Background: an optimization exercise with open tools, aiming at small area, a short achievable clock period and few clock cycles per item. Do not read the settings as production practice. Only simulation tests tie the RTL to the original design; equivalence was not proved. Power figures rest on the tool's default switching activity, not on a simulated workload.

Setup of 10-27:
==> flow/design.v (excerpt) <==
module heading_pid_steer_controller (
   input  logic                  clock,
   input  logic                  reset,
   input  logic                  req_valid,
   output logic                  req_ready,
   input  logic [OP_W-1:0]       req_op,
   input  logic [ANGLE_IN_W-1:0] req_angle_in,
   input  logic [THROTTLE_W-1:0] req_throttle_in,
   input  logic                  req_enable_in,
   output logic                  rsp_valid,
   input  logic                  rsp_ready,
   output logic [STEER_W-1:0]    rsp_steer_out,
   output logic [THROTTLE_W-1:0] rsp_throttle_out,
   output logic                  rsp_in_band,
   input  logic                  csr_wr_en,
   input  logic [CSR_IDX_W-1:0]  csr_index,
   input  logic [CSR_DATA_W-1:0] csr_wr_data
);
clock: 6.0 ns
lec_check: 0
abc_clock_period_in_ps: 3500
cap_margin: 20
core_margin: 2
core_utilization: 40
cts_cluster_diameter: 120
cts_cluster_size: 24
setup_slack_margin: 2.2
slew_margin: 20
run.sh (not shown) runs the stock make flow with config.mk's settings and CLKGATE_MAP_FILE= SYNTH_SCRIPT=/design/flow/synth_recipe.tcl, a recipe that flattens the netlist after the stock synthesis.
10-27 reached the end of the flow, and the finished layout is clean on the timing, design-rule and antenna checks.
Testbench counts of 10-27, summed over its fixed seeds: cycles 7,740, items 1,961.
## Diff of input files: 01-22 against 10-27
- swapping 40 for 45 in CORE_UTILIZATION
- swapping 2.2 for 2.3 in SETUP_SLACK_MARGIN
- swapping 3500 for 3300 in ABC_CLOCK_PERIOD_IN_PS
Results
- Final core utilization: 01-22 higher than 10-27
- Die area, 10-27 and 01-22, lower one = 01-22.
- Diff 10-27..01-22 | insertion delay to the later sink of the worst-skew pair | negligible
- On number of cells in the finished layout apart from fillers: between 10-27 and 01-22, it ends up lower for 01-22.
- Summary of 01-22 over 10-27: power rose 0.10 mW; global-route usage went up.
- Diff 10-27 -> 01-22: placement row count went down by 6; net switching component of the power up about 1%; global routing met3 resource utilization went up 0.28 points; wire length went up by about 0.54%.
- Setup slack: 01-22 vs 10-27 — no meaningful difference

Another version of the RTL of heading_pid_steer_controller (not shown whole).
For scale: ~39,000 um2 of cells after synthesis.
make LEC_CHECK=0 ABC_CLOCK_PERIOD_IN_PS=3500 CAP_MARGIN=20 CORE_MARGIN=2 CORE_UTILIZATION=40 SETUP_SLACK_MARGIN=2.0 SLEW_MARGIN=20 finish   # period 6.0 ns
Testbench counts at the start, summed over its fixed seeds: cycles 8,109, items 1,961.
Next try:
ABC_CLOCK_PERIOD_IN_PS = 3000   (was 3500)
SETUP_SLACK_MARGIN = 2.5   (was 2.0)
Effect: Clock power goes up by about 4%. Routed wire length goes up by 6.1%. Final cell count goes up by 1.9%. Combinational power goes up by 18%. Maximum frequency hardly moves.

## build 25
heading_pid_steer_controller, a different RTL version from the one above (not shown whole).
Size in the first run: ~560 flip-flops, roughly 94 I/O pins, ~0.037 mm2 of cells after synthesis.
// heading_pid_steer_controller
module heading_pid_steer_controller (
   input  logic                  clock,
   input  logic                  reset,
   input  logic                  req_valid,
   output logic                  req_ready,
   input  logic [OP_W-1:0]       req_op,
   input  logic [ANGLE_IN_W-1:0] req_angle_in,
   input  logic [THROTTLE_W-1:0] req_throttle_in,
   input  logic                  req_enable_in,
   output logic                  rsp_valid,
   input  logic                  rsp_ready,
   output logic [STEER_W-1:0]    rsp_steer_out,
   output logic [THROTTLE_W-1:0] rsp_throttle_out,
   output logic                  rsp_in_band,
   input  logic                  csr_wr_en,
   input  logic [CSR_IDX_W-1:0]  csr_index,
   input  logic [CSR_DATA_W-1:0] csr_wr_data
);
==> flow/config.mk <==
export PLATFORM = sky130hd
export DESIGN_NAME = heading_pid_steer_controller
export DESIGN_NICKNAME = heading_pid_steer_controller
export VERILOG_FILES = /design/flow/design.v
export SDC_FILE = /design/flow/constraint.sdc
export NUM_CORES = 4
export LEC_CHECK = 0
export ABC_CLOCK_PERIOD_IN_PS = 3300
export CAP_MARGIN = 20
export CORE_MARGIN = 2
export CORE_UTILIZATION = 50
export CTS_CLUSTER_DIAMETER = 120
export CTS_CLUSTER_SIZE = 24
export SETUP_SLACK_MARGIN = 2.4
export SLEW_MARGIN = 20
==> flow/constraint.sdc <==
create_clock -name core_clock -period 6.0 [get_ports {clock}]
set_input_delay 1.2000 -clock core_clock [delete_from_list [all_inputs] [get_ports {clock}]]
set_output_delay 1.2000 -clock core_clock [all_outputs]
set_load 0.01 [all_outputs]
Build 25 completed; timing, DRC and antenna clean
Testbench counts of build 25, summed over its fixed seeds: cycles 7,740, items 1,961.
diff inputs: build 25 => build 17
Settings: a change of CORE_UTILIZATION from 50 to 40; a change of SETUP_SLACK_MARGIN from 2.4 to 2.2; a change of ABC_CLOCK_PERIOD_IN_PS from 3300 to 3500.
Notes after the runs:
- First-iteration DRC count: build 17 > build 25
- Going from build 25 to build 17, clock power decreased about 3%; shortest clock period the worst path allows after layout has increased; number of non-clock buffers in the layout decreased 37; fraction of final layout cells with drive strength greater than 1 lost 2.9 points.
- Tightest slew margin relative to the limit is higher on build 25
- Post-placement cell count: build 17 higher than build 25
- Cmp build 17 vs build 25: share of the core filled with cells lower in build 17
- The standard cells in build 17 occupy less silicon area than those in build 25 do.
[inputs] build 42 vs build 17
Settings: CORE_UTILIZATION changed from 40 to 45; SETUP_SLACK_MARGIN changed from 2.2 to 2.3; ABC_CLOCK_PERIOD_IN_PS changed from 3500 to 3300.
### Flow results
- Switching power share of the total is lower on build 42
- Cell area | build 42 vs build 17 | build 42 larger
- The setup slack of build 42 is larger than that of build 17.
- Build 42 vs build 17 — wire length climbed by a few percent

Another version of the RTL of heading_pid_steer_controller (not shown whole).
Size: roughly 4100 cells after synthesis, roughly 600 flip-flops, roughly 39000 um^2 of cells after synthesis.
Settings: LEC_CHECK=0, ABC_CLOCK_PERIOD_IN_PS=3000, CAP_MARGIN=20, CORE_MARGIN=2, CORE_UTILIZATION=45, CTS_CLUSTER_DIAMETER=120, CTS_CLUSTER_SIZE=24, SETUP_SLACK_MARGIN=2.8, SLEW_MARGIN=20; clock period 6.0 ns.
Testbench counts at the start, summed over its fixed seeds: cycles 7,635, items 1,961.
Rerun with:
--- a/flow/config.mk
+++ b/flow/config.mk
@@ -8 +8 @@
-export ABC_CLOCK_PERIOD_IN_PS = 3000
+export ABC_CLOCK_PERIOD_IN_PS = 3500
@@ -14 +14 @@
-export SETUP_SLACK_MARGIN = 2.8
+export SETUP_SLACK_MARGIN = 2.0
The changed run ran to the end with no violations.
Combinational power went down by 19%.
First-iteration DRC count fell by 5.6%.
Worst hold slack gets better by 9.5 ps.
Routed wire length falls by 6.5%.
Clock-buffer cell count came out lower by 4.
Design area falls by 8.5%.
Global-route usage came out lower by 1.2 points.
Rerun with:
--- a/flow/config.mk
+++ b/flow/config.mk
@@ -11 +11 @@
-export CORE_UTILIZATION = 45
+export CORE_UTILIZATION = 40
@@ -14 +14 @@
-export SETUP_SLACK_MARGIN = 2.0
+export SETUP_SLACK_MARGIN = 2.2
Outcome: Combinational power went up by about 2%; utilization went down by 5.1 points; first-iteration DRC count went up by about 3.6%; global-route usage went down by 2.2 points.
Rerun with:
--- a/flow/config.mk
+++ b/flow/config.mk
@@ -8 +8 @@
-export ABC_CLOCK_PERIOD_IN_PS = 3500
+export ABC_CLOCK_PERIOD_IN_PS = 3300
@@ -11 +11 @@
-export CORE_UTILIZATION = 40
+export CORE_UTILIZATION = 45
@@ -14 +14 @@
-export SETUP_SLACK_MARGIN = 2.2
+export SETUP_SLACK_MARGIN = 2.3
Effect: Die area came out lower by 11%. Routed wire length came out lower by 0.76%. Synthesized area does not change. Cell area came out higher by 0.92%. Total power came out higher by 1.4%. Setup slack improves by 30 ps. Combinational power came out higher by 4.2%. Final cell count came out lower by 1.8%. Non-clock buffer count came out higher by 36.

re-timing with driven ports:
No port has a modelled driver above. Below, the same layouts with a new extraction and two added sets of constraints.
Step 1, drivers: a clkbuf_16 drives clock and a buf_2 each remaining input, both assumed.
Step 2, shift: input delay + t, output delay - t, t = (earliest + latest rising clock arrival at the registers) / 2. This alone moves slack from input paths to output paths.
Three values: no drivers, after step 1, after step 2; two values: the first two.
run	t, ns	setup slack, ns	worst slew at a driven data input, ns
10-27	0.680	2.322 / 2.322 / 2.322	0.08
01-22	0.681	2.324 / 2.324 / 2.324	0.05
the first run of note 2	0.680	2.013 / 2.013 / 1.956	0.19
the second run of note 2	0.675	2.023 / 2.023 / 1.935	0.21
build 25	0.673	2.401 / 2.401 / 2.039	0.05
build 17	0.675	2.301 / 2.247 / 1.855	0.05
build 42	0.672	2.348 / 2.348 / 1.852	0.04
the first run of note 4	0.708	2.255 / 2.255 / 2.255	0.04
the second run of note 4	0.691	2.121 / 2.059 / 2.126	0.05
the third run of note 4	0.686	2.264 / 2.264 / 2.264	0.05
the fourth run of note 4	0.691	2.294 / 2.294 / 2.294	0.05
After both steps setup and hold are still met in every run listed. The setup slack of build 42, which loses most, moves by 0.000 ns with the drivers and by -0.496 ns with both steps.
